Source: an optimization exercise on an open RTL-to-GDS flow (aim: small area, a short achievable clock period and few clock cycles per item). Production flows keep margins and buffers that such runs may drop. At most, simulation tests tie the RTL to the original design; equivalence was not proved. Only the layout flow was run in runs 1 and 2; the RTL was not checked for function there.

==> flow/design.v (outline; a module is shown in full before it is edited, if it fits) <==
// module psum_sequencer: 80 lines
// module macc_oreg: 26 lines
// module operand_stage: 74 lines
// module macc_unit: 77 lines
// module macc_fbgate: 19 lines
// module macc_tree: 552 lines
// module macc_fa: 4 lines
// module macc_ha: 4 lines
// module macc_fx: 8 lines
// module macc_hx: 4 lines
// module macc_xor2: 3 lines
// module macc_xnor2: 3 lines
// module macc_or2: 3 lines
// module macc_and2: 3 lines
// module macc_ao21: 3 lines
// module macc_cpa: 146 lines
// module macc_pgen: 4 lines
// module macc_gp4: 4 lines
// module macc_cg4: 5 lines
// module macc_gcell: 3 lines
// module macc_pcell: 3 lines
// module macc_control_top: 94 lines
module macc_control_top (
  input logic clk,
  input logic rst_n,
  input logic mac_begin,
  input logic acc_begin,
  input macc_pkg::len_t conv_len,
  input macc_pkg::filt_t filter_num,
  input macc_pkg::data_t weight_in,
  input macc_pkg::data_t ifmap_in,
  input macc_pkg::data_t external_psum,
  input macc_pkg::acc_t internal_psum,
  output logic mul_enable,
  output logic acc_enable,
  output macc_pkg::len_t cnt_a,
  output macc_pkg::filt_t cnt_b,
  output macc_pkg::acc_t accum_out,
  output logic psum_store,
  output logic mac_finish,
  output logic acc_finish
);
  // ...
==> flow/flow/run.sh <==
#!/bin/bash
# standard layout, with the port buffers made from the smallest plain buffer
set -euo pipefail
export BUFFER_PORTS_ARGS="-buffer_cell sky130_fd_sc_hd__buf_1"
bash standard.sh > standard_flow.log 2>&1
==> flow/standard.sh <==
#!/bin/bash
# synth_recipe.tcl (not shown) runs the flow's synth.tcl, then flattens the netlist and writes it again
# the make line also repeats each setting of config.mk as NAME=value (left out here)
make -C /OpenROAD-flow-scripts/flow DESIGN_CONFIG=/design/flow/config.mk WORK_HOME=/design/flow/orfs CLKGATE_MAP_FILE= SYNTH_SCRIPT=/design/flow/synth_recipe.tcl "${@:-finish}"
==> flow/config.mk <==
export PLATFORM = sky130hd
export DESIGN_NAME = macc_control_top
export DESIGN_NICKNAME = macc_control_top
export VERILOG_FILES = /design/flow/design.v
export SDC_FILE = /design/flow/constraint.sdc
export NUM_CORES = 4
export LEC_CHECK = 0
export CAP_MARGIN = 20
export CORE_MARGIN = 2
export CORE_UTILIZATION = 60
export CTS_CLUSTER_DIAMETER = 100
export CTS_CLUSTER_SIZE = 25
export SETUP_SLACK_MARGIN = 4.2
export SLEW_MARGIN = 20
export SYNTH_HIERARCHICAL = 1
export SYNTH_MINIMUM_KEEP_SIZE = 0
==> flow/constraint.sdc <==
create_clock -name core_clock -period 7.0 [get_ports {clk}]
set_input_delay 1.4000 -clock core_clock [delete_from_list [all_inputs] [get_ports {clk}]]
set_output_delay 1.4000 -clock core_clock [all_outputs]
set_load 0.01 [all_outputs]
==> reports/metrics.yaml, run 1 <==
layout:
  stdcell_area_sq_um: 15900
  syn_to_final_growth_pct: 4.84
  final_common_cell: "dfxtp_1"
  final_cell_mix: "191 x dfxtp_1, 149 x xnor2_1, 144 x buf_1"
  seq_share: 0.331
  stdcell_count: 1769
setup_path:
  crit_chain: "a22oi_2 > xnor2_1 > fa_2 > fa_2 > fa_2 > fa_1"
  crit_path_frequent_cell: "fa_2"
  r2r_slack_ns: 4.22
  r2r_start: "u_ops.op_w[6]$_DFF_P_"
placed_design:
  routabilityCongestion: 0.861
  dpl_cell_area_sq_um: 14900
  numPlacedInstances: 1708
route:
  wl_met2_mm: 14.2
  vias_per_cell: 5.47
sta:
  finalCritPeriodShare: 0.396
  tightestPinTransition_ns: 0.755
  fin_ws_ns: 4.22
  slew_violations: 0
  fin_skew_ns: 0.0293
floorplan:
  die_x_microns: 163
  die_area_sq_um: 26600
hold_path:
  worst_hold_path.endpoint: "u_ops.acc_pipe[1]$_DFF_P_"
  worstHoldStart: "u_ops.acc_pipe[0]$_DFF_P_"
clock_network:
  cts_buffer_depth: 3
global_route:
  antenna_found_initial: 5
  grt.met1_usage: 0.332
job:
  drv_cap: 0
run_status:
  status: "finished clean"
==> module psum_sequencer, before the edit <==
module psum_sequencer (
  input logic clk,
  input logic rst_n,
  input logic mac_begin,
  input logic acc_begin,
  input macc_pkg::len_t conv_len,
  input macc_pkg::filt_t filter_num,
  output logic issue_first,  
  output logic issue_last,  
  output logic issue_end,  
  output logic run_acc,  
  output logic issue_acc,  
  output logic mul_enable,
  output logic acc_enable,
  output macc_pkg::len_t cnt_a,
  output macc_pkg::filt_t cnt_b
);
  logic mul_en;  
  logic acc_en;
  logic mul_en_d;
  logic acc_en_d;
  macc_pkg::len_t a_q;
  macc_pkg::filt_t b_q;
  macc_pkg::len_t a_d;
  macc_pkg::filt_t b_d;
  macc_pkg::len_t len_q;  
  macc_pkg::filt_t filt_q;
  logic idle;
  logic start_mul;
  logic start_acc;
  logic a_last;  
  logic b_last;  
  macc_pkg::len_t a_inc;
  macc_pkg::filt_t b_inc;
  assign idle = ~mul_en & ~acc_en;
  assign start_mul = idle & mac_begin & ~acc_begin;
  assign start_acc = idle & acc_begin & ~mac_begin;
  assign a_inc = a_q + 1'b1;
  assign b_inc = b_q + 1'b1;
  assign a_last = (a_inc == (acc_en ? filt_q : len_q));
  assign b_last = (b_inc == filt_q);
  assign mul_en_d = start_mul | (mul_en & ~(a_last & b_last));
  assign acc_en_d = start_acc | (acc_en & ~a_last);
  assign a_d = (start_mul | start_acc | (mul_en & a_last)) ? '0 : a_inc;
  assign b_d = start_mul ? '0 : (mul_en & a_last) ? b_inc : b_q;
  always_ff @(posedge clk or negedge rst_n) begin
    if (!rst_n) begin
      mul_en <= 1'b0;
      acc_en <= 1'b0;
    end else begin
      mul_en <= mul_en_d;
      acc_en <= acc_en_d;
    end
  end
  always_ff @(posedge clk) begin
    len_q <= conv_len;
    filt_q <= filter_num;
    if (start_mul | start_acc) begin
      run_acc <= start_acc;
    end
    a_q <= a_d;
    b_q <= b_d;
  end
  macc_oreg u_out (
    .clk (clk),
    .rst_n (rst_n),
    .mul_en_d (mul_en_d),
    .acc_en_d (acc_en_d),
    .a_d (a_d),
    .b_d (b_d),
    .mul_enable (mul_enable),
    .acc_enable (acc_enable),
    .cnt_a (cnt_a),
    .cnt_b (cnt_b)
  );
  assign issue_acc = acc_en;
  assign issue_first = ~mul_en | (a_q == '0);
  assign issue_last = acc_en | (mul_en & a_last);
  assign issue_end = (acc_en | mul_en) & a_last & (acc_en | b_last);
endmodule
==> module macc_control_top, before the edit <==
module macc_control_top (
  input logic clk,
  input logic rst_n,
  input logic mac_begin,
  input logic acc_begin,
  input macc_pkg::len_t conv_len,
  input macc_pkg::filt_t filter_num,
  input macc_pkg::data_t weight_in,
  input macc_pkg::data_t ifmap_in,
  input macc_pkg::data_t external_psum,
  input macc_pkg::acc_t internal_psum,
  output logic mul_enable,
  output logic acc_enable,
  output macc_pkg::len_t cnt_a,
  output macc_pkg::filt_t cnt_b,
  output macc_pkg::acc_t accum_out,
  output logic psum_store,
  output logic mac_finish,
  output logic acc_finish
);
  logic issue_first;
  logic issue_last;
  logic issue_end;
  logic run_acc;
  logic issue_acc;
  logic keep_d;
  logic use_i_d;
  logic op_last;
  logic op_end;
  macc_pkg::data_t op_w;
  logic [16:0] op_pp0;
  logic [7:0] op_one;
  logic [7:0] op_two;
  logic [7:0] op_neg;
  macc_pkg::acc_t op_i;
  psum_sequencer u_seq (
    .clk (clk),
    .rst_n (rst_n),
    .mac_begin (mac_begin),
    .acc_begin (acc_begin),
    .conv_len (conv_len),
    .filter_num (filter_num),
    .issue_first (issue_first),
    .issue_last (issue_last),
    .issue_end (issue_end),
    .run_acc (run_acc),
    .issue_acc (issue_acc),
    .mul_enable (mul_enable),
    .acc_enable (acc_enable),
    .cnt_a (cnt_a),
    .cnt_b (cnt_b)
  );
  operand_stage u_ops (
    .clk (clk),
    .rst_n (rst_n),
    .acc_enable (issue_acc),
    .issue_first (issue_first),
    .issue_last (issue_last),
    .issue_end (issue_end),
    .weight_in (weight_in),
    .ifmap_in (ifmap_in),
    .external_psum (external_psum),
    .internal_psum (internal_psum),
    .keep_d (keep_d),
    .use_i_d (use_i_d),
    .op_last (op_last),
    .op_end (op_end),
    .op_w (op_w),
    .op_pp0 (op_pp0),
    .op_one (op_one),
    .op_two (op_two),
    .op_neg (op_neg),
    .op_i (op_i)
  );
  macc_unit u_mac (
    .clk (clk),
    .rst_n (rst_n),
    .keep_d (keep_d),
    .use_i_d (use_i_d),
    .op_last (op_last),
    .op_end (op_end),
    .run_acc (run_acc),
    .op_w (op_w),
    .op_pp0 (op_pp0),
    .op_one (op_one),
    .op_two (op_two),
    .op_neg (op_neg),
    .op_i (op_i),
    .accum_out (accum_out),
    .psum_store (psum_store),
    .mac_finish (mac_finish),
    .acc_finish (acc_finish)
  );
endmodule
==> run 2, diff against run 1 <==
--- a/flow/design.v
+++ b/flow/design.v
@@ -21,3 +21,2 @@
   output logic run_acc,  
-  output logic issue_acc,  
   output logic mul_enable,
@@ -27,12 +26,2 @@
 );
-  logic mul_en;  
-  logic acc_en;
-  logic mul_en_d;
-  logic acc_en_d;
-  macc_pkg::len_t a_q;
-  macc_pkg::filt_t b_q;
-  macc_pkg::len_t a_d;
-  macc_pkg::filt_t b_d;
-  macc_pkg::len_t len_q;  
-  macc_pkg::filt_t filt_q;
   logic idle;
@@ -44,20 +33,16 @@
   macc_pkg::filt_t b_inc;
-  assign idle = ~mul_en & ~acc_en;
+  assign idle = ~mul_enable & ~acc_enable;
   assign start_mul = idle & mac_begin & ~acc_begin;
   assign start_acc = idle & acc_begin & ~mac_begin;
-  assign a_inc = a_q + 1'b1;
-  assign b_inc = b_q + 1'b1;
-  assign a_last = (a_inc == (acc_en ? filt_q : len_q));
-  assign b_last = (b_inc == filt_q);
-  assign mul_en_d = start_mul | (mul_en & ~(a_last & b_last));
-  assign acc_en_d = start_acc | (acc_en & ~a_last);
-  assign a_d = (start_mul | start_acc | (mul_en & a_last)) ? '0 : a_inc;
-  assign b_d = start_mul ? '0 : (mul_en & a_last) ? b_inc : b_q;
+  assign a_inc = cnt_a + 1'b1;
+  assign b_inc = cnt_b + 1'b1;
+  assign a_last = (a_inc == (acc_enable ? filter_num : conv_len));
+  assign b_last = (b_inc == filter_num);
   always_ff @(posedge clk or negedge rst_n) begin
     if (!rst_n) begin
-      mul_en <= 1'b0;
-      acc_en <= 1'b0;
+      mul_enable <= 1'b0;
+      acc_enable <= 1'b0;
     end else begin
-      mul_en <= mul_en_d;
-      acc_en <= acc_en_d;
+      mul_enable <= start_mul | (mul_enable & ~(a_last & b_last));
+      acc_enable <= start_acc | (acc_enable & ~a_last);
     end
@@ -65,4 +50,2 @@
   always_ff @(posedge clk) begin
-    len_q <= conv_len;
-    filt_q <= filter_num;
     if (start_mul | start_acc) begin
@@ -70,47 +53,16 @@
     end
-    a_q <= a_d;
-    b_q <= b_d;
-  end
-  macc_oreg u_out (
-    .clk (clk),
-    .rst_n (rst_n),
-    .mul_en_d (mul_en_d),
-    .acc_en_d (acc_en_d),
-    .a_d (a_d),
-    .b_d (b_d),
-    .mul_enable (mul_enable),
-    .acc_enable (acc_enable),
-    .cnt_a (cnt_a),
-    .cnt_b (cnt_b)
-  );
-  assign issue_acc = acc_en;
-  assign issue_first = ~mul_en | (a_q == '0);
-  assign issue_last = acc_en | (mul_en & a_last);
-  assign issue_end = (acc_en | mul_en) & a_last & (acc_en | b_last);
-endmodule
-module macc_oreg (
-  input logic clk,
-  input logic rst_n,
-  input logic mul_en_d,
-  input logic acc_en_d,
-  input macc_pkg::len_t a_d,
-  input macc_pkg::filt_t b_d,
-  output logic mul_enable,
-  output logic acc_enable,
-  output macc_pkg::len_t cnt_a,
-  output macc_pkg::filt_t cnt_b
-);
-  always_ff @(posedge clk or negedge rst_n) begin
-    if (!rst_n) begin
-      mul_enable <= 1'b0;
-      acc_enable <= 1'b0;
+    if (start_mul | start_acc | (mul_enable & a_last)) begin
+      cnt_a <= '0;
     end else begin
-      mul_enable <= mul_en_d;
-      acc_enable <= acc_en_d;
+      cnt_a <= a_inc;
+    end
+    if (start_mul) begin
+      cnt_b <= '0;
+    end else if (mul_enable & a_last) begin
+      cnt_b <= b_inc;
     end
   end
-  always_ff @(posedge clk) begin
-    cnt_a <= a_d;
-    cnt_b <= b_d;
-  end
+  assign issue_first = ~mul_enable | (cnt_a == '0);
+  assign issue_last = acc_enable | (mul_enable & a_last);
+  assign issue_end = (acc_enable | mul_enable) & a_last & (acc_enable | b_last);
 endmodule
@@ -1071,3 +1023,2 @@
   logic run_acc;
-  logic issue_acc;
   logic keep_d;
@@ -1093,3 +1044,2 @@
     .run_acc (run_acc),
-    .issue_acc (issue_acc),
     .mul_enable (mul_enable),
@@ -1102,3 +1052,3 @@
     .rst_n (rst_n),
-    .acc_enable (issue_acc),
+    .acc_enable (acc_enable),
     .issue_first (issue_first),
==> run 2 against run 1 <==
  * Sequential share of layout area decreased by 1.5 points
  * Critical path type unchanged
  * Fmax shrank 0.27%
  * Largest cell class unchanged
  * Still clean on timing, DRC and antenna
  * Non-clock buffer count down 2
  * Clock skew shrank 0.016 ns
  * Final cell count is 1.3% lower
  * Synthesized cell count shrank 1.1%
  * Worst hold slack worse by 0.0051 ns
==> reports/metrics.yaml, run 2 <==
placed_design:
  routabilityCongestion: 0.834  # was 0.861
  dp_hpwl_mm: 23.3  # about the same
  port-buffer-count: 144  # unchanged
floorplan:
  die_area_sq_um: 26000  # was 26600 sq um
  rows: 57  # was 58
  start_util: 0.610  # was 0.607
  die_y_microns: 161  # was 163 microns
  io_pins: 145  # unchanged
  core_area_sq_um: 24300  # was 25000 sq um
  die_x_microns: 161  # was 163 microns
sta:
  fin_skew_ns: 0.0130  # was 0.0293 ns
  slew_violations: 0  # unchanged
  setup_viol: 0  # unchanged
  max_freq_mhz: 359  # was 360 MHz
  tightestPinTransition_ns: 0.678  # was 0.755 ns
  relSlewSlack: 0.548  # was 0.496
  hold_viol_final: 0  # unchanged
  tns_ns: 0  # unchanged
  rsz0062_at_grt: "true"  # unchanged
  finalCritPeriodShare: 0.398  # was 0.396
  finalCriticalPeriod_ns: 2.78  # about the same
job:
  drv_cap: 0  # unchanged
layout:
  drive_gt1_frac: 0.104  # was 0.113
  syn_to_final_growth_pct: 4.60  # was 4.84%
  nFillCells: 2065  # was 2088
  final_cell_mix: "175 x dfxtp_1, 149 x xnor2_1, 144 x buf_1"  # was 191 x dfxtp_1, 149 x xnor2_1, 144 x buf_1
  final_nets: 1665  # was 1683
  final_common_cell: "dfxtp_1"  # unchanged
clock_network:
  cts_tree: "built"  # unchanged
  cts_sinks: 233  # was 251
  clk_pin_slew_ns: 0.10  # was 0.09 ns
  numCtsBuffers: 13  # was 14
  cts_buffer_depth: 3  # unchanged
  cts_root_buffer: "clkbuf_16"  # unchanged
  ctsHoldBuffers: 0  # unchanged
  clk_latency_ns: 0.49  # was 0.51 ns
  htreeDepth: 1  # unchanged
setup_path:
  reg2reg_to: "u_mac.c_q[15]$_DFF_P_"  # unchanged
  r2r_start: "u_ops.op_two[3]$_DFF_P_"  # was u_ops.op_w[6]$_DFF_P_
  critPathCaptureType: "flip-flop"  # unchanged
  r2r_slack_ns: 4.22  # about the same
  crit_required_ns: 7.37  # was 7.38 ns
  cp-start-kind: "flip-flop"  # unchanged
  worstSetupPathType: "reg2reg"  # unchanged
  cp_max_fo: 12  # was 14
  rr_worst_depth: 7  # was 6
  timing.critical_path.to: "u_mac.c_q[15]$_DFF_P_"  # unchanged
  cp.arrival_ns: 3.16  # was 3.15 ns
  startpoint: "u_ops.op_two[3]$_DFF_P_"  # was u_ops.op_w[6]$_DFF_P_
global_route:
  grt.met1_usage: 0.322  # was 0.332
  globalRouteOverflowTotal: 0  # unchanged
  grt.busiest_layer: "met2"  # unchanged
  grt_usage: 0.235  # was 0.240
  grt_max_degree: 66  # unchanged
  antenna_found_initial: 5  # unchanged
  grt_pass1_vias: 9354  # was 9746
  grt_pass1_wl_mm: 48.9  # was 50.6 mm
  use_met3: 0.0634  # was 0.0526
  gr-usage-met2: 0.375  # was 0.383
yosys:
  ys_warn_count: 10  # was 11
  syn_nets: 1619  # was 1634
  synth_cells: 1367  # was 1382
  netlist_area_sq_um: 14800  # was 15200 sq um
  syn_area_per_cell_sq_um: 10.8  # was 11.0 sq um
route:
  vias_per_cell: 5.42  # was 5.47
  via_count: 9462  # was 9674
  wire_per_inst_microns: 17.5  # was 17.8 microns
  postRouteWirelength_mm: 30.6  # was 31.5 mm
  drt_iter0_markers: 645  # was 505
  drc: 0  # unchanged
  drtAntennaViolNets: 0  # unchanged
  first_pass_iters: 5  # unchanged
run_status:
  status: "finished clean"  # unchanged
hold_path:
  hp-class: "reg2reg"  # unchanged
[run 2: critical path, stage by stage (launching register included)]
cell     delay, ns
dfxtp_4       0.46
buf_4         0.18
a22oi_2       0.08
xnor2_1       0.16
fa_1          0.48
fa_2          0.41
fa_1          0.44
fa_1          0.45
[run 2: area by class of cell]
type / instances / area, sq um / share of cell area
inverter: 21 / 78.8 / 0.00508
timing repair buffer: 181 / 831 / 0.0536
clock inverter: 4 / 77.6 / 0.00500
clock buffer: 16 / 347 / 0.0223
tap: 324 / 405 / 0.0261
antenna: 4 / 10.0 / 0.000645
sequential: 233 / 4890 / 0.316
multi-input combinational: 963 / 8870 / 0.572
[run 2: metal layers]
metal	wire length (microns)	vias to the layer above
li1	-	4630
met1	13800	4527
met2	13900	271
met3	2300	32
met4	622	2
met5	16	-
[run 2: worst min-delay path by stage]
stage,slack [ns],to,from,depth (start not counted)
global placement,0.31,u_ops.acc_pipe[1]$_DFF_P_,u_ops.acc_pipe[0]$_DFF_P_,0
detailed placement,0.31,u_ops.acc_pipe[1]$_DFF_P_,u_ops.acc_pipe[0]$_DFF_P_,0
CTS,0.33,u_ops.acc_pipe[1]$_DFF_P_,u_ops.acc_pipe[0]$_DFF_P_,0
global route,0.35,u_ops.acc_pipe[1]$_DFF_P_,u_ops.acc_pipe[0]$_DFF_P_,0
floorplan,0.31,u_ops.acc_pipe[1]$_DFF_P_,u_ops.acc_pipe[0]$_DFF_P_,0
finish,0.33,u_ops.acc_pipe[1]$_DFF_P_,u_ops.acc_pipe[0]$_DFF_P_,0
[run 2: per-stage QoR]
step / util / setup slack [ns] / hold WS, ns / instances / area (sq um)
floorplan: - / 4.21 / 0.310 / 1367 / 14800
global placement: 0.599 / 3.77 / 0.310 / 1686 / 14600
detailed placement: 0.599 / 3.74 / 0.312 / 1686 / 14600
CTS: 0.620 / 4.15 / 0.331 / 1706 / 15100
global route: 0.637 / 4.13 / 0.348 / 1742 / 15500
finish: 0.638 / 4.22 / 0.329 / 1746 / 15500
[run 2: what timing repair did]
action | in CTS | in global routing
pin swaps | 0 | 12
cloned | 0 | 0
hold endpoints to repair | 0 | 0
endpoints found under the setup margin | 42 | 26
setup buffers | 0 | 36
gates resized for setup | 57 | 37
==> module macc_unit, before the edit <==
module macc_unit (
  input logic clk,
  input logic rst_n,
  input logic keep_d,  
  input logic use_i_d,  
  input logic op_last,
  input logic op_end,
  input logic run_acc,
  input macc_pkg::data_t op_w,
  input logic [16:0] op_pp0,
  input logic [7:0] op_one,
  input logic [7:0] op_two,
  input logic [7:0] op_neg,
  input macc_pkg::acc_t op_i,
  output macc_pkg::acc_t accum_out,
  output logic psum_store,
  output logic mac_finish,
  output logic acc_finish
);
  logic [(2*16 + 4)-1:0] s_q;  
  logic [(2*16 + 4)-1:0] c_q;
  logic [(2*16 + 4)-1:0] s_fb;
  logic [(2*16 + 4)-1:0] c_fb;
  logic [(2*16 + 4)-1:0] s_d;
  logic [(2*16 + 4)-1:0] c_d;
  logic [(2*16 + 4)-1:0] sum;
  logic sum_last;
  logic sum_end;
  for (genvar q = 0; q < 4; q++) begin : g_fb
    macc_fbgate u_fb (
      .clk (clk),
      .keep_d (keep_d),
      .use_i_d (use_i_d),
      .s_q (s_q[9*q+8:9*q]),
      .c_q (c_q[9*q+8:9*q]),
      .op_i (op_i[9*q+8:9*q]),
      .s_fb (s_fb[9*q+8:9*q]),
      .c_fb (c_fb[9*q+8:9*q])
    );
  end
  macc_tree u_tree (
    .w (op_w),
    .pp0 (op_pp0),
    .one (op_one),
    .two (op_two),
    .neg (op_neg),
    .sfb (s_fb),
    .cfb (c_fb),
    .s_o (s_d),
    .c_o (c_d)
  );
  macc_cpa u_cpa (
    .a (s_q),
    .b (c_q),
    .y (sum)
  );
  always_ff @(posedge clk) begin
    s_q <= s_d;
    c_q <= c_d;
    accum_out <= sum;
  end
  always_ff @(posedge clk or negedge rst_n) begin
    if (!rst_n) begin
      sum_last <= 1'b0;
      sum_end <= 1'b0;
      psum_store <= 1'b0;
      mac_finish <= 1'b0;
      acc_finish <= 1'b0;
    end else begin
      sum_last <= op_last;
      sum_end <= op_end;
      psum_store <= sum_last;
      mac_finish <= sum_end & ~run_acc;
      acc_finish <= sum_end & run_acc;
    end
  end
endmodule
==> module macc_fbgate, before the edit <==
module macc_fbgate (
  input logic clk,
  input logic keep_d,
  input logic use_i_d,
  input logic [8:0] s_q,
  input logic [8:0] c_q,
  input logic [8:0] op_i,
  output logic [8:0] s_fb,
  output logic [8:0] c_fb
);
  logic keep;
  logic use_i;
  always_ff @(posedge clk) begin
    keep <= keep_d;
    use_i <= use_i_d;
  end
  assign s_fb = (s_q & {9{keep}}) | (op_i & {9{use_i}});
  assign c_fb = c_q & {9{keep}};
endmodule
==> run 3, diff against run 2 <==
--- a/flow/design.v
+++ b/flow/design.v
@@ -176,14 +176,22 @@
   logic sum_end;
-  for (genvar q = 0; q < 4; q++) begin : g_fb
-    macc_fbgate u_fb (
-      .clk (clk),
-      .keep_d (keep_d),
-      .use_i_d (use_i_d),
-      .s_q (s_q[9*q+8:9*q]),
-      .c_q (c_q[9*q+8:9*q]),
-      .op_i (op_i[9*q+8:9*q]),
-      .s_fb (s_fb[9*q+8:9*q]),
-      .c_fb (c_fb[9*q+8:9*q])
-    );
-  end
+  macc_fbgate u_fb_lo (
+    .clk (clk),
+    .keep_d (keep_d),
+    .use_i_d (use_i_d),
+    .s_q (s_q[17:0]),
+    .c_q (c_q[17:0]),
+    .op_i (op_i[17:0]),
+    .s_fb (s_fb[17:0]),
+    .c_fb (c_fb[17:0])
+  );
+  macc_fbgate u_fb_hi (
+    .clk (clk),
+    .keep_d (keep_d),
+    .use_i_d (use_i_d),
+    .s_q (s_q[35:18]),
+    .c_q (c_q[35:18]),
+    .op_i (op_i[35:18]),
+    .s_fb (s_fb[35:18]),
+    .c_fb (c_fb[35:18])
+  );
   macc_tree u_tree (
@@ -229,7 +237,7 @@
   input logic use_i_d,
-  input logic [8:0] s_q,
-  input logic [8:0] c_q,
-  input logic [8:0] op_i,
-  output logic [8:0] s_fb,
-  output logic [8:0] c_fb
+  input logic [17:0] s_q,
+  input logic [17:0] c_q,
+  input logic [17:0] op_i,
+  output logic [17:0] s_fb,
+  output logic [17:0] c_fb
 );
@@ -241,4 +249,4 @@
   end
-  assign s_fb = (s_q & {9{keep}}) | (op_i & {9{use_i}});
-  assign c_fb = c_q & {9{keep}};
+  assign s_fb = (s_q & {18{keep}}) | (op_i & {18{use_i}});
+  assign c_fb = c_q & {18{keep}};
 endmodule
--- a/flow/config.mk
+++ b/flow/config.mk
@@ -12,3 +12,3 @@
 export CTS_CLUSTER_SIZE = 25
-export SETUP_SLACK_MARGIN = 4.2
+export SETUP_SLACK_MARGIN = 4.0
 export SLEW_MARGIN = 20
==> run 3 against run 2 <==
  * Setup slack got worse by 0.097 ns
  * Clock skew decreased by 0.00094 ns
  * Routed wire length decreased by 3.0%
  * Critical path depth decreased by 2
  * Non-clock buffer count decreased by 31
  * Synthesized area decreased by 0.40%
  * Synthesized cell count decreased by 0.29%
  * Sequential share of layout area increased by 0.063 points
  * Critical path type unchanged
  * Highest routed layer unchanged
==> reports/metrics.yaml, run 3 <==
yosys:
  ys_warn_count: 10  # unchanged
  syn_nets: 1615  # was 1619
  netlist_area_sq_um: 14800  # about the same
  syn_area_per_cell_sq_um: 10.8  # about the same
  synth_cells: 1363  # was 1367
setup_path:
  crit_path_frequent_cell: "fa_1"  # unchanged
  rr_worst_depth: 5  # was 7
  reg2reg_to: "u_mac.c_q[15]$_DFF_P_"  # unchanged
  slowest_delay_ns: 0.76  # was 0.48 ns
  critPathCaptureType: "flip-flop"  # unchanged
  timing.critical_path.to: "u_mac.c_q[15]$_DFF_P_"  # unchanged
  cp-start-kind: "flip-flop"  # unchanged
  cpMaxStageDelayCell: "dfxtp_2"  # was fa_1
  r2r_slack_ns: 4.12  # was 4.22 ns
  r2r_start: "u_ops.op_neg[5]$_DFF_P_"  # was u_ops.op_two[3]$_DFF_P_
  crit_chain: "xnor2_1 > fa_1 > fa_1 > fa_1 > fa_1"  # was buf_4 > a22oi_2 > xnor2_1 > fa_1 > fa_2 > fa_1 > fa_1
  worstSetupPathType: "reg2reg"  # unchanged
  cp.arrival_ns: 3.25  # was 3.16 ns
  startpoint: "u_ops.op_neg[5]$_DFF_P_"  # was u_ops.op_two[3]$_DFF_P_
  crit_required_ns: 7.37  # about the same
  cp_max_fo: 18  # was 12
sta:
  hold_viol_final: 0  # unchanged
  fin_ws_ns: 4.12  # was 4.22 ns
  fin_skew_ns: 0.0120  # was 0.0130 ns
  relSlewSlack: 0.303  # was 0.548
  rsz0062_at_grt: "true"  # unchanged
  slew_violations: 0  # unchanged
  setup_viol: 0  # unchanged
  finalCritPeriodShare: 0.411  # was 0.398
  tns_ns: 0  # unchanged
  tightestPinTransition_ns: 1.05  # was 0.678 ns
  max_freq_mhz: 347  # was 359 MHz
  finalCriticalPeriod_ns: 2.88  # was 2.78 ns
job:
  drv_cap: 0  # unchanged
clock_network:
  clk_latency_ns: 0.49  # about the same
  clk_pin_slew_ns: 0.09  # was 0.10 ns
  numCtsBuffers: 13  # unchanged
  cts_buffer_depth: 3  # unchanged
  cts_post_setup_buffers_inserted: 0  # unchanged
  ctsHoldBuffers: 0  # unchanged
  cts_tree: "built"  # unchanged
  cts_sinks: 229  # was 233
  cts_root_buffer: "clkbuf_16"  # unchanged
  htreeDepth: 1  # unchanged
floorplan:
  die_area_sq_um: 25900  # was 26000 sq um
  io_pins: 145  # unchanged
  start_util: 0.609  # was 0.610
  die_y_microns: 161  # about the same
  die_x_microns: 161  # about the same
  rows: 57  # unchanged
  core_area_sq_um: 24200  # was 24300 sq um
run_status:
  status: "finished clean"  # unchanged
global_route:
  grt.met1_usage: 0.316  # was 0.322
  globalRouteOverflowTotal: 0  # unchanged
  grt_pass1_wl_mm: 48.7  # was 48.9 mm
  grt.busiest_layer: "met2"  # unchanged
  gr-usage-met2: 0.392  # was 0.375
  use_met3: 0.0413  # was 0.0634
  grt_usage: 0.234  # was 0.235
  grt_pass1_vias: 9593  # was 9354
  antenna_found_initial: 2  # was 5
  grt_max_degree: 64  # was 66
layout:
  syn_to_final_growth_pct: 1.47  # was 4.60%
  nFillCells: 2092  # was 2065
  drive_gt1_frac: 0.0687  # was 0.104
  final_nets: 1630  # was 1665
  stdcell_area_sq_um: 15000  # was 15500 sq um
  final_cell_mix: "178 x dfxtp_1, 150 x xnor2_1, 144 x buf_1"  # was 175 x dfxtp_1, 149 x xnor2_1, 144 x buf_1
  final_common_cell: "dfxtp_1"  # unchanged
placed_design:
  dp_slack_ns: 3.72  # was 3.74 ns
  port-buffer-count: 144  # unchanged
  dpl_cell_area_sq_um: 14500  # was 14600 sq um
  routabilityCongestion: 0.812  # was 0.834
  dp_hpwl_mm: 22.6  # was 23.3 mm
route:
  drt_iter0_markers: 481  # was 645
  vias_per_cell: 5.47  # was 5.42
  postRouteWirelength_mm: 29.7  # was 30.6 mm
  first_pass_iters: 5  # unchanged
  drtAntennaViolNets: 0  # unchanged
  wire_per_inst_microns: 17.4  # was 17.5 microns
  drc: 0  # unchanged
  via_count: 9330  # was 9462
hold_path:
  hp-class: "reg2reg"  # unchanged
run 3: worst max-delay path, delay by kind of cell (launching register included):
kind	cells	cell delay [ns]
XOR/XNOR	1	0.19
flip-flops	1	0.76
adder cells (fa/ha/maj)	4	1.81
run 3: metrics by stage:
step                hold WS, ns  std cells   util
floorplan                 0.310       1363      -
global placement          0.311       1687  0.599
detailed placement        0.313       1687  0.599
CTS                       0.331       1706  0.616
global route              0.334       1707  0.618
finish                    0.332       1707  0.618
run 3: repair_timing:
action	in CTS	in global routing
endpoints found under the setup margin	40	19
resized for setup	33	17
gates cloned	0	0
run 3: worst min-delay path by stage:
stage,start,end,slack (ns),cells after the start
after floorplan,u_ops.acc_pipe[0]$_DFF_P_,u_ops.acc_pipe[1]$_DFF_P_,0.31,0
after global placement,u_ops.acc_pipe[0]$_DFF_P_,u_ops.acc_pipe[1]$_DFF_P_,0.31,0
after detailed placement,u_ops.acc_pipe[0]$_DFF_P_,u_ops.acc_pipe[1]$_DFF_P_,0.31,0
after CTS,u_ops.acc_pipe[0]$_DFF_P_,u_ops.acc_pipe[1]$_DFF_P_,0.33,0
after global routing,u_ops.acc_pipe[0]$_DFF_P_,u_ops.acc_pipe[1]$_DFF_P_,0.33,0
final,u_ops.acc_pipe[0]$_DFF_P_,u_ops.acc_pipe[1]$_DFF_P_,0.33,0
run 3: final cells by class:
| type | count | area (sq um) | share of cell area |
|---|---|---|---|
| repair buffers | 150 | 589 | 0.0393 |
| multi-input cells | 963 | 8790 | 0.586 |
| clock inverters | 3 | 28.8 | 0.00192 |
| well taps | 324 | 405 | 0.0271 |
| inverters | 21 | 78.8 | 0.00526 |
| diodes | 1 | 2.50 | 0.000167 |
| flip-flops and latches | 229 | 4740 | 0.316 |
| clock buffers | 16 | 357 | 0.0238 |
run 3: per-layer routing:
metal | vias up | share of wire | routed length, microns
met5 | - | 0.00054 | 16
met4 | 2 | 0.020 | 599
met3 | 38 | 0.051 | 1520
met2 | 209 | 0.47 | 13800
met1 | 4520 | 0.46 | 13700
li1 | 4561 | - | -
Testbench counts of run 3, summed over its fixed seeds: cycles 24,347, items 22,427.
==> run 4, diff against run 3 <==
--- a/flow/config.mk
+++ b/flow/config.mk
@@ -12,3 +12,3 @@
 export CTS_CLUSTER_SIZE = 25
-export SETUP_SLACK_MARGIN = 4.0
+export SETUP_SLACK_MARGIN = 4.4
 export SLEW_MARGIN = 20
==> run 4 against run 3 <==
  * Fmax grew 3.5%
  * Synthesized cell count is the same
  * Register-to-register slack gained 0.097 ns
  * Setup slack gained 0.097 ns
  * Clock-buffer cell count is the same
  * Sequential share of layout area shrank 3.1 points
  * Non-clock buffer count grew 117
==> reports/metrics.yaml, run 4 <==
sta:
  fin_ws_ns: 4.22  # was 4.12 ns
  finalCritPeriodShare: 0.398  # was 0.411
  finalCriticalPeriod_ns: 2.78  # was 2.88 ns
  slew_violations: 0  # unchanged
  rsz0062_at_grt: "true"  # unchanged
  setup_viol: 0  # unchanged
  fin_skew_ns: 0.0260  # was 0.0120 ns
  relSlewSlack: 0.293  # was 0.303
  tns_ns: 0  # unchanged
  max_freq_mhz: 359  # was 347 MHz
  tightestPinTransition_ns: 1.06  # was 1.05 ns
  hold_viol_final: 0  # unchanged
floorplan:
  start_util: 0.609  # unchanged
  die_y_microns: 161  # unchanged
  die_x_microns: 161  # unchanged
  rows: 57  # unchanged
  io_pins: 145  # unchanged
  core_area_sq_um: 24200  # unchanged
  die_area_sq_um: 25900  # unchanged
layout:
  nFillCells: 1833  # was 2092
  multi_input_area_sq_um: 9510  # was 8790 sq um
  regArea_sq_um: 4810  # was 4740 sq um
  final_common_cell: "dfxtp_1"  # unchanged
  syn_to_final_growth_pct: 14.2  # was 1.47%
  final_nets: 1747  # was 1630
  drive_gt1_frac: 0.233  # was 0.0687
  fin_util: 0.696  # was 0.618
  stdcell_area_sq_um: 16900  # was 15000 sq um
  final_cell_mix: "176 x dfxtp_1, 144 x buf_1, 138 x xnor2_1"  # was 178 x dfxtp_1, 150 x xnor2_1, 144 x buf_1
setup_path:
  cp_top_family: "adder cells"  # unchanged
  slowest_delay_ns: 0.52  # was 0.76 ns
  worstSetupPathType: "reg2reg"  # unchanged
  cpMaxStageDelayCell: "fa_2"  # was dfxtp_2
  crit_chain: "buf_6 > a22oi_2 > xnor2_1 > xor2_1 > buf_4 > buf_4 > a21o_1 > fa_2 > xor2_2 > fa_2"  # was xnor2_1 > fa_1 > fa_1 > fa_1 > fa_1
  cp_max_fo: 8  # was 18
  rr_worst_depth: 10  # was 5
  cp-start-kind: "flip-flop"  # unchanged
  crit_required_ns: 7.45  # was 7.37 ns
  path_buf_inv: 3  # was 0
  critPathCaptureType: "flip-flop"  # unchanged
  cp.arrival_ns: 3.23  # was 3.25 ns
  cp.depth: 10  # was 5
route:
  postRouteWirelength_mm: 34.6  # was 29.7 mm
  drc: 0  # unchanged
  drtAntennaViolNets: 0  # unchanged
  drt_iter0_markers: 827  # was 481
  via_count: 10100  # was 9330
  first_pass_iters: 5  # unchanged
  wire_per_inst_microns: 18.9  # was 17.4 microns
  vias_per_cell: 5.54  # was 5.47
placed_design:
  port-buffer-count: 144  # unchanged
  routabilityCongestion: 0.822  # was 0.812
  dp_hpwl_mm: 23.0  # was 22.6 mm
  dp_slack_ns: 3.74  # was 3.72 ns
  dpl_cell_area_sq_um: 14700  # was 14500 sq um
global_route:
  grt_max_degree: 64  # unchanged
  grt_pass1_wl_mm: 52.5  # was 48.7 mm
  grt_usage: 0.255  # was 0.234
  globalRouteOverflowTotal: 0  # unchanged
  antenna_found_initial: 1  # was 2
  grt_pass1_vias: 10100  # was 9593
yosys:
  netlist_area_sq_um: 14800  # unchanged
  ys_warn_count: 10  # unchanged
  syn_area_per_cell_sq_um: 10.8  # unchanged
  synth_cells: 1363  # unchanged
  syn_nets: 1615  # unchanged
clock_network:
  clk_pin_slew_ns: 0.10  # was 0.09 ns
  numCtsBuffers: 13  # unchanged
  cts_root_buffer: "clkbuf_16"  # unchanged
  cts_buffer_depth: 3  # unchanged
  cts_tree: "built"  # unchanged
  clk_latency_ns: 0.50  # was 0.49 ns
  htreeDepth: 1  # unchanged
  cts_sinks: 229  # unchanged
hold_path:
  hold_depth: 0  # unchanged
  hp-class: "reg2reg"  # unchanged
run_status:
  status: "finished clean"  # unchanged
job:
  drv_cap: 0  # unchanged
-- run 4: area by class of cell --
type | count | area share
tap | 324 | 0.0240
sequential | 229 | 0.285
clock buffer | 16 | 0.0205
antenna | 1 | 0.000148
multi-input combinational | 963 | 0.563
timing repair buffer | 267 | 0.101
inverter | 21 | 0.00467
clock inverter | 3 | 0.00171
-- run 4: worst register-to-register path, delay by kind of cell, from the launching register on --
family	cells	cell delay, ns
adders and majority gates	2	1.01
xor gates and xnor gates	3	0.65
DFF	1	0.39
buffers and inverters	3	0.39
AOI/OAI and AO/OA	2	0.31
-- run 4: what timing repair did --
action / CTS / global route
hold buffers: 0 / 0
setup buffers: 59 / 55
pin swaps: 41 / 58
gates cloned: 1 / 2
gates resized for setup: 117 / 87
endpoints found under the setup margin: 58 / 49
-- run 4: final timing paths --
path                       slack [ns]                       from                           to
max                              4.22    u_ops.op_two[3]$_DFF_P_        u_mac.c_q[15]$_DFF_P_
min                              0.33  u_ops.acc_pipe[0]$_DFF_P_    u_ops.acc_pipe[1]$_DFF_P_
max reg2reg                      4.22    u_ops.op_two[3]$_DFF_P_        u_mac.c_q[15]$_DFF_P_
min reg2reg                      0.33  u_ops.acc_pipe[0]$_DFF_P_    u_ops.acc_pipe[1]$_DFF_P_
max in group asynchronous        5.63                      rst_n   u_seq.mul_enable$_DFF_PN0_
min in group asynchronous        0.90                      rst_n  u_ops.end_pipe[1]$_DFF_PN0_
-- run 4: per-layer routing --
layer | global-route usage | part of all wire
met1 | 0.347 | 0.44
met2 | 0.423 | 0.47
met3 | 0.0408 | 0.065
met4 | 0.0743 | 0.031
met5 | 0 | 0
-- run 4: stage by stage --
stage               instances  hold slack (ns)
floorplan                1363            0.310
global placement         1687            0.312
detailed placement       1687            0.316
CTS                      1766            0.332
global route             1823            0.346
finish                   1824            0.331
==> run 5, diff against run 4 <==
--- a/flow/config.mk
+++ b/flow/config.mk
@@ -12,3 +12,3 @@
 export CTS_CLUSTER_SIZE = 25
-export SETUP_SLACK_MARGIN = 4.4
+export SETUP_SLACK_MARGIN = 4.3
 export SLEW_MARGIN = 20
==> run 5 against run 4 <==
  * Sequential share of layout area rose by 0.92 points
  * Critical path type unchanged
  * Critical endpoint is now u_mac.c_q[28]$_DFF_P_
  * First-iteration DRC count decreased by 19%
==> reports/metrics.yaml, run 5 <==
clock_network:
  cts_sinks: 229  # unchanged
  htreeDepth: 1  # unchanged
  clk_latency_ns: 0.49  # was 0.50 ns
  cts_buffer_depth: 3  # unchanged
  cts_root_buffer: "clkbuf_16"  # unchanged
  numCtsBuffers: 13  # unchanged
  clk_pin_slew_ns: 0.09  # was 0.10 ns
  cts_tree: "built"  # unchanged
setup_path:
  crit_path_frequent_cell: "fa_1"
  cp_top_family: "adder cells"  # unchanged
  cpMaxStageDelayCell: "fa_1"  # was fa_2
  path_buf_inv: 1  # was 3
  crit_chain: "buf_4 > o21ai_0 > xor2_1 > fa_1 > fa_1 > fa_1 > fa_1"  # was buf_6 > a22oi_2 > xnor2_1 > xor2_1 > buf_4 > buf_4 > a21o_1 > fa_2 > xor2_2 > fa_2
  worstSetupPathType: "reg2reg"  # unchanged
  cp.arrival_ns: 3.12  # was 3.23 ns
  cp_max_fo: 8  # unchanged
  crit_required_ns: 7.36  # was 7.45 ns
  critPathCaptureType: "flip-flop"  # unchanged
  slowest_delay_ns: 0.46  # was 0.52 ns
  cp-start-kind: "flip-flop"  # unchanged
sta:
  tns_ns: 0  # unchanged
  hold_viol_final: 0  # unchanged
  rsz0062_at_grt: "true"  # unchanged
  slew_violations: 0  # unchanged
  fin_ws_ns: 4.24  # was 4.22 ns
  tightestPinTransition_ns: 1.05  # was 1.06 ns
  finalCriticalPeriod_ns: 2.76  # was 2.78 ns
  max_freq_mhz: 362  # was 359 MHz
  setup_viol: 0  # unchanged
  finalCritPeriodShare: 0.394  # was 0.398
  relSlewSlack: 0.303  # was 0.293
  fin_skew_ns: 0.0191  # was 0.0260 ns
yosys:
  ys_warn_count: 10  # unchanged
  syn_area_per_cell_sq_um: 10.8  # unchanged
  synth_cells: 1363  # unchanged
  netlist_area_sq_um: 14800  # unchanged
  syn_nets: 1615  # unchanged
placed_design:
  dp_slack_ns: 3.72  # was 3.74 ns
  dp_hpwl_mm: 22.9  # was 23.0 mm
  routabilityCongestion: 0.847  # was 0.822
  port-buffer-count: 144  # unchanged
layout:
  final_cell_mix: "175 x dfxtp_1, 146 x xnor2_1, 144 x buf_1"  # was 176 x dfxtp_1, 144 x buf_1, 138 x xnor2_1
  drive_gt1_frac: 0.188  # was 0.233
  nFillCells: 1907  # was 1833
  regArea_sq_um: 4810  # about the same
  syn_to_final_growth_pct: 10.8  # was 14.2%
  final_nets: 1725  # was 1747
  multi_input_area_sq_um: 9210  # was 9510 sq um
  fin_util: 0.675  # was 0.696
  final_common_cell: "dfxtp_1"  # unchanged
route:
  drtAntennaViolNets: 0  # unchanged
  postRouteWirelength_mm: 32.8  # was 34.6 mm
  via_count: 9829  # was 10100
  drt_iter0_markers: 666  # was 827
  vias_per_cell: 5.45  # was 5.54
  first_pass_iters: 5  # unchanged
  drc: 0  # unchanged
  wire_per_inst_microns: 18.2  # was 18.9 microns
hold_path:
  hp-class: "reg2reg"  # unchanged
floorplan:
  core_area_sq_um: 24200  # unchanged
  rows: 57  # unchanged
  io_pins: 145  # unchanged
  start_util: 0.609  # unchanged
  die_y_microns: 161  # unchanged
  die_x_microns: 161  # unchanged
  die_area_sq_um: 25900  # unchanged
global_route:
  globalRouteOverflowTotal: 0  # unchanged
  grt_pass1_vias: 9619  # was 10100
  grt_max_degree: 64  # unchanged
  grt_pass1_wl_mm: 50.2  # was 52.5 mm
  antenna_found_initial: 2  # was 1
  grt_usage: 0.242  # was 0.255
job:
  drv_cap: 0  # unchanged
run_status:
  status: "finished clean"  # unchanged
-- run 5: cell count changes in the layout (fill, tap and decap cells not counted), moves of 8 or more --
cell,delta
xnor2_1,+8
xnor2_2,-8
buf_6,-12
a22oi_2,-8
xor2_1,+9
fa_2,-16
fa_1,+16
xor2_2,-9
a22oi_1,+8
buf_4,-10
-- run 5: worst paths after layout --
kind,end,cells past startpoint,slack (ns),startpoint
max,u_mac.c_q[28]$_DFF_P_,7,4.24,u_ops.op_two[5]$_DFF_P_
min,u_ops.acc_pipe[1]$_DFF_P_,0,0.33,u_ops.acc_pipe[0]$_DFF_P_
max reg2reg,u_mac.c_q[28]$_DFF_P_,7,4.24,u_ops.op_two[5]$_DFF_P_
min reg2reg,u_ops.acc_pipe[1]$_DFF_P_,0,0.33,u_ops.acc_pipe[0]$_DFF_P_
max in group asynchronous,u_seq.acc_enable$_DFF_PN0_,1,5.62,rst_n
min in group asynchronous,u_ops.last_pipe[1]$_DFF_PN0_,1,0.90,rst_n
-- run 5: cell type report --
class / instances / area share
Multi-Input combinational cell: 963 / 0.563
Sequential cell: 229 / 0.294
Timing Repair Buffer: 245 / 0.0907
Tap cell: 324 / 0.0248
Clock buffer: 14 / 0.0201
Inverter: 21 / 0.00482
Clock inverter: 4 / 0.00199
Antenna cell: 2 / 0.000306
-- run 5: layer usage --
metal  vias up  wire length (microns)  GRT usage  share of wire
met4         0                    726     0.0601          0.022
met1      4786                  14900      0.338           0.45
li1       4724                      -          -              -
met5         -                      0          0              0
met2       273                  15400      0.398           0.47
met3        46                   1890     0.0362          0.058
-- run 5: stage by stage --
stage	instance area [sq um]	instances	hold slack [ns]
after floorplan	14800	1363	0.310
after global placement	14500	1686	0.310
after detailed placement	14600	1687	0.314
after CTS	15300	1728	0.332
after global routing	16400	1801	0.337
final	16400	1802	0.331
-- run 5: what timing repair did --
action | 4_1_cts | 5_1_grt
hold buffers | 0 | 0
endpoints found under the setup margin | 50 | 26
buffers inserted | 22 | 71
cloned | 1 | 1
pin swaps | 1 | 57
resized for setup | 83 | 94
endpoints found under the hold margin | 0 | 0
==> run 6, diff against run 5 <==
--- a/flow/config.mk
+++ b/flow/config.mk
@@ -7,3 +7,3 @@
 export LEC_CHECK = 0
-export CAP_MARGIN = 20
+export CAP_MARGIN = 0
 export CORE_MARGIN = 2
@@ -12,4 +12,4 @@
 export CTS_CLUSTER_SIZE = 25
-export SETUP_SLACK_MARGIN = 4.3
-export SLEW_MARGIN = 20
+export SETUP_SLACK_MARGIN = 4.2
+export SLEW_MARGIN = 0
 export SYNTH_HIERARCHICAL = 1
==> run 6 against run 5 <==
  * Largest cell class unchanged
  * Register-to-register slack about the same
  * Sequential share of layout area up 1.8 points
  * Critical path depth down 1
  * Worst hold slack about the same
  * Die area unchanged
  * Setup slack about the same
  * Global-route usage down 0.20 points
  * Core utilization down 3.9 points
  * Critical path type unchanged
  * Clock-buffer cell count unchanged
  * Still clean on timing, DRC and antenna
==> reports/metrics.yaml, run 6 <==
floorplan:
  start_util: 0.609  # unchanged
  die_area_sq_um: 25900  # unchanged
  io_pins: 145  # unchanged
  core_area_sq_um: 24200  # unchanged
  rows: 57  # unchanged
  die_x_microns: 161  # unchanged
  die_y_microns: 161  # unchanged
clock_network:
  cts_root_buffer: "clkbuf_16"  # unchanged
  cts_tree: "built"  # unchanged
  htreeDepth: 1  # unchanged
  cts_buffer_depth: 3  # unchanged
  clk_latency_ns: 0.49  # about the same
  cts_sinks: 229  # unchanged
  clk_pin_slew_ns: 0.10  # was 0.09 ns
  numCtsBuffers: 13  # unchanged
layout:
  stdcell_count: 1725  # was 1802
  syn_to_final_growth_pct: 4.30  # was 10.8%
  drive_gt1_frac: 0.101  # was 0.188
  final_nets: 1650  # was 1725
  stdcell_area_sq_um: 15400  # was 16400 sq um
  final_common_cell: "dfxtp_1"  # unchanged
  final_cell_mix: "176 x dfxtp_1, 149 x xnor2_1, 144 x buf_1"  # was 175 x dfxtp_1, 146 x xnor2_1, 144 x buf_1
placed_design:
  port-buffer-count: 144  # unchanged
  dp_slack_ns: 3.77  # was 3.72 ns
  dp_hpwl_mm: 23.1  # was 22.9 mm
  numPlacedInstances: 1686  # was 1687
  dpl_cell_area_sq_um: 14500  # was 14600 sq um
  routabilityCongestion: 0.830  # was 0.847
global_route:
  grt_pass1_wl_mm: 50.1  # was 50.2 mm
  grt_pass1_vias: 9699  # was 9619
  grt_usage: 0.240  # was 0.242
  globalRouteOverflowTotal: 0  # unchanged
  antenna_found_initial: 1  # was 2
  grt_max_degree: 64  # unchanged
yosys:
  netlist_area_sq_um: 14800  # unchanged
  synth_cells: 1363  # unchanged
  syn_area_per_cell_sq_um: 10.8  # unchanged
  syn_nets: 1615  # unchanged
  ys_warn_count: 10  # unchanged
sta:
  setup_viol: 0  # unchanged
  max_freq_mhz: 362  # about the same
  tightestPinTransition_ns: 1.05  # about the same
  tns_ns: 0  # unchanged
  fin_ws_ns: 4.24  # about the same
  relSlewSlack: 0.301  # was 0.303
  finalCritPeriodShare: 0.394  # about the same
  hold_viol_final: 0  # unchanged
  finalCriticalPeriod_ns: 2.76  # about the same
  slew_violations: 0  # unchanged
  fin_skew_ns: 0.0228  # was 0.0191 ns
  rsz0062_at_grt: "true"  # unchanged
job:
  drv_cap: 0  # unchanged
setup_path:
  cp_max_fo: 18  # was 8
  critPathCaptureType: "flip-flop"  # unchanged
  r2r_start: "u_mac.u_fb_lo.keep$_DFF_P_"  # was u_ops.op_two[5]$_DFF_P_
  cp_top_family: "adder cells"  # unchanged
  cp.arrival_ns: 3.14  # was 3.12 ns
  crit_path_frequent_cell: "fa_1"  # unchanged
  startpoint: "u_mac.u_fb_lo.keep$_DFF_P_"  # was u_ops.op_two[5]$_DFF_P_
  path_buf_inv: 1  # unchanged
  cp-start-kind: "flip-flop"  # unchanged
  crit_chain: "buf_12 > a22o_1 > fa_1 > fa_1 > fa_1 > fa_1"  # was buf_4 > o21ai_0 > xor2_1 > fa_1 > fa_1 > fa_1 > fa_1
  crit_required_ns: 7.38  # was 7.36 ns
  slowest_delay_ns: 0.49  # was 0.46 ns
  worstSetupPathType: "reg2reg"  # unchanged
  cpMaxStageDelayCell: "fa_1"  # unchanged
hold_path:
  hp-class: "reg2reg"  # unchanged
  worstHoldStart: "u_ops.first_pipe[0]$_DFF_P_"  # was u_ops.acc_pipe[0]$_DFF_P_
route:
  first_pass_iters: 5  # unchanged
  drtAntennaViolNets: 0  # unchanged
  drt_iter0_markers: 671  # was 666
  drc: 0  # unchanged
  postRouteWirelength_mm: 30.8  # was 32.8 mm
  vias_per_cell: 5.49  # was 5.45
  via_count: 9469  # was 9829
  wire_per_inst_microns: 17.9  # was 18.2 microns
run_status:
  status: "finished clean"  # unchanged
## run 6: per-layer routing
metal	vias to the layer above	routed length, microns	global-route usage
met5	-	0	0
met4	0	709	0.0580
met3	38	1470	0.0400
met2	222	14400	0.394
met1	4626	14200	0.333
li1	4583	-	-
## run 6: final timing paths
path | end | slack, ns | cells after the start
worst max register to register | u_mac.c_q[15]$_DFF_P_ | 4.24 | 6
worst min register to register | u_ops.first_pipe[1]$_DFF_P_ | 0.33 | 0
min in group asynchronous | u_ops.end_pipe[0]$_DFF_PN0_ | 0.89 | 1
worst min-delay path | u_ops.first_pipe[1]$_DFF_P_ | 0.33 | 0
worst max-delay path | u_mac.c_q[15]$_DFF_P_ | 4.24 | 6
max in group asynchronous | u_seq.mul_enable$_DFF_PN0_ | 5.68 | 1
## run 6: area by class of cell
cell class | count | area, sq um
inverter | 21 | 78.8
antenna | 1 | 2.50
fill | 2055 | 8840
multi-input combinational | 963 | 8940
clock buffer | 14 | 329
tap | 324 | 405
timing repair buffer | 170 | 815
sequential | 229 | 4800
clock inverter | 3 | 32.5
## run 6: what timing repair did
item	CTS	global route
setup buffers	0	20
endpoints found under the setup margin	41	32
gates resized for setup	60	46
hold buffers	0	0
gates cloned	0	1
pin swaps	0	8
## run 6: through the flow
step	utilization	hold slack (ns)
3_5_place_dp	0.599	0.318
2_1_floorplan	-	0.310
5_1_grt	0.635	0.334
4_1_cts	0.618	0.335
3_3_place_gp	0.599	0.310
6_report	0.635	0.331
==> run 7, diff against run 6 <==
--- a/flow/config.mk
+++ b/flow/config.mk
@@ -7,3 +7,3 @@
 export LEC_CHECK = 0
-export CAP_MARGIN = 0
+export CAP_MARGIN = 20
 export CORE_MARGIN = 2
@@ -12,4 +12,5 @@
 export CTS_CLUSTER_SIZE = 25
+export GPL_ROUTABILITY_DRIVEN = 0
 export SETUP_SLACK_MARGIN = 4.2
-export SLEW_MARGIN = 0
+export SLEW_MARGIN = 20
 export SYNTH_HIERARCHICAL = 1
==> run 7 against run 6 <==
  * Via count is the same
  * Largest cell class unchanged
  * Clock skew is the same
  * Critical path type unchanged
  * Fmax is the same
  * Final cell count is the same
  * Clock-buffer cell count is the same
  * Critical path depth is the same
  * Highest routed layer unchanged
==> reports/metrics.yaml, run 7 <==
clock_network:
  htreeDepth: 1  # unchanged
  cts_sinks: 229  # unchanged
  clk_pin_slew_ns: 0.10  # about the same
  clk_latency_ns: 0.49  # about the same
  numCtsBuffers: 13  # unchanged
  ctsHoldBuffers: 0  # unchanged
  cts_root_buffer: "clkbuf_16"  # unchanged
  cts_tree: "built"  # unchanged
  cts_buffer_depth: 3  # unchanged
hold_path:
  hold_depth: 0  # unchanged
  worst_hold_path.endpoint: "u_ops.first_pipe[1]$_DFF_P_"  # unchanged
  hp-class: "reg2reg"  # unchanged
  worstHoldStart: "u_ops.first_pipe[0]$_DFF_P_"  # unchanged
global_route:
  globalRouteOverflowTotal: 0  # unchanged
  grt_max_degree: 64  # unchanged
  grt_pass1_vias: 9699  # unchanged
  antenna_found_initial: 1  # unchanged
  grt_usage: 0.240  # unchanged
  grt_pass1_wl_mm: 50.1  # unchanged
route:
  vias_per_cell: 5.49  # unchanged
  postRouteWirelength_mm: 30.8  # unchanged
  drtAntennaViolNets: 0  # unchanged
  wire_per_inst_microns: 17.9  # unchanged
  drt_iter0_markers: 671  # unchanged
  wl_met1_mm: 14.2  # unchanged
  wl_met2_mm: 14.4  # unchanged
  drc: 0  # unchanged
  wl_met3_mm: 1.47  # unchanged
  via_count: 9469  # unchanged
  first_pass_iters: 5  # unchanged
  routed.top_layer: "met4"  # unchanged
floorplan:
  io_pins: 145  # unchanged
  die_area_sq_um: 25900  # unchanged
  start_util: 0.609  # unchanged
  die_y_microns: 161  # unchanged
  core_area_sq_um: 24200  # unchanged
  die_x_microns: 161  # unchanged
  rows: 57  # unchanged
run_status:
  status: "finished clean"  # unchanged
layout:
  final_cell_mix: "176 x dfxtp_1, 149 x xnor2_1, 144 x buf_1"  # unchanged
  drive_gt1_frac: 0.101  # unchanged
  final_common_cell: "dfxtp_1"  # unchanged
  syn_to_final_growth_pct: 4.30  # unchanged
  fin_util: 0.635  # unchanged
  final_nets: 1650  # unchanged
placed_design:
  port-buffer-count: 144  # unchanged
  dp_hpwl_mm: 23.1  # unchanged
setup_path:
  critPathCaptureType: "flip-flop"  # unchanged
  reg2reg_to: "u_mac.c_q[15]$_DFF_P_"  # unchanged
  cp.arrival_ns: 3.14  # about the same
  r2r_start: "u_mac.u_fb_lo.keep$_DFF_P_"  # unchanged
  cp-start-kind: "flip-flop"  # unchanged
  crit_required_ns: 7.38  # about the same
  rr_worst_depth: 6  # unchanged
  r2r_slack_ns: 4.24  # about the same
  worstSetupPathType: "reg2reg"  # unchanged
  cp_max_fo: 18  # unchanged
sta:
  hold_viol_final: 0  # unchanged
  rsz0062_at_grt: "true"  # unchanged
  setup_viol: 0  # unchanged
  tns_ns: 0  # unchanged
  slew_violations: 0  # unchanged
  relSlewSlack: 0.301  # unchanged
  tightestPinTransition_ns: 1.05  # unchanged
  max_freq_mhz: 362  # unchanged
  fin_skew_ns: 0.0228  # unchanged
  finalCritPeriodShare: 0.394  # unchanged
  finalCriticalPeriod_ns: 2.76  # unchanged
yosys:
  synth_cells: 1363  # unchanged
  syn_area_per_cell_sq_um: 10.8  # unchanged
  syn_nets: 1615  # unchanged
  netlist_area_sq_um: 14800  # unchanged
  ys_warn_count: 10  # unchanged
job:
  drv_cap: 0  # unchanged
run 7: area by class of cell:
class	instances	area (sq um)
Antenna cell	1	2.50
Clock buffer	14	329
Clock inverter	3	32.5
Fill cell	2055	8840
Inverter	21	78.8
Multi-Input combinational cell	963	8940
Sequential cell	229	4800
Tap cell	324	405
Timing Repair Buffer	170	815
run 7: through the flow:
step	cell area [sq um]	cells	setup slack (ns)	hold slack (ns)
final	15400	1725	4.24	0.331
after global routing	15400	1725	4.11	0.334
after CTS	15000	1703	4.20	0.335
after detailed placement	14500	1686	3.77	0.318
after global placement	14500	1686	3.82	0.310
after floorplan	14800	1363	4.20	0.310
run 7: layer usage:
metal  GRT usage  vias up
met2       0.394      222
met3      0.0400       38
met1       0.333     4626
met5           0        -
li1            -     4583
met4      0.0580        0
run 7: critical path, cell delays in order, from the launching register on:
cell and delay (ns):
dfxtp_2 0.37, buf_12 0.16, a22o_1 0.25, fa_1 0.49, fa_1 0.45, fa_1 0.48, fa_1 0.46
run 7: how the worst max path moves through the flow:
stage | startpoint | endpoint | cells after the start
final | u_mac.u_fb_lo.keep$_DFF_P_ | u_mac.c_q[15]$_DFF_P_ | 6
after global placement | u_ops.op_neg[3]$_DFF_P_ | u_mac.c_q[15]$_DFF_P_ | 5
after CTS | u_ops.op_neg[6]$_DFF_P_ | u_mac.c_q[20]$_DFF_P_ | 7
after floorplan | u_mac.u_fb_lo.keep$_DFF_P_ | u_mac.c_q[12]$_DFF_P_ | 8
after global routing | u_ops.op_neg[7]$_DFF_P_ | u_mac.c_q[15]$_DFF_P_ | 8
after detailed placement | u_ops.op_neg[4]$_DFF_P_ | u_mac.c_q[15]$_DFF_P_ | 5
run 7: timing repair:
action	CTS	global route
pin swaps	0	8
cloned	0	1
endpoints found under the hold margin	0	0
resized for setup	60	46
setup buffers	0	20
setup endpoints to repair	41	32

[separate check: timing with driven ports]
No port has a modelled driver above. Below, the same layouts with a new extraction and two added sets of constraints. Step 1 sets driving cells, clkbuf_16 on the clock port and buf_2 on the other inputs (assumed; they add their load-dependent delay and slew). Step 2 times the ports against the registers' clock, not the clock port: input delays grow and output delays shrink by t, the midpoint of the rising clock arrivals with the driver on. a / b / c = no drivers / after step 1 / after step 2; a / b = the first two.
run | t (ns) | setup WS [ns] | worst data-port slew with drivers (ns) | pins driven straight from the clock port
run 1 | 0.547 | 4.225 / 4.225 / 4.225 | 0.08 | 1
run 2 | 0.535 | 4.217 / 4.217 / 3.944 | 0.09 | 1
run 3 | 0.531 | 4.120 / 4.120 / 3.798 | 0.08 | 1
run 4 | 0.538 | 4.217 / 4.217 / 4.083 | 0.07 | 1
run 5 | 0.533 | 4.240 / 4.240 / 3.957 | 0.09 | 1
run 6 | 0.526 | 4.240 / 4.240 / 3.936 | 0.09 | 1
run 7 | 0.526 | 4.240 / 4.240 / 3.936 | 0.09 | 1
After both steps setup and hold are still met in every run listed. For run 3, which loses most, drivers alone change the setup slack by 0.000 ns; drivers and shift together by -0.322 ns.
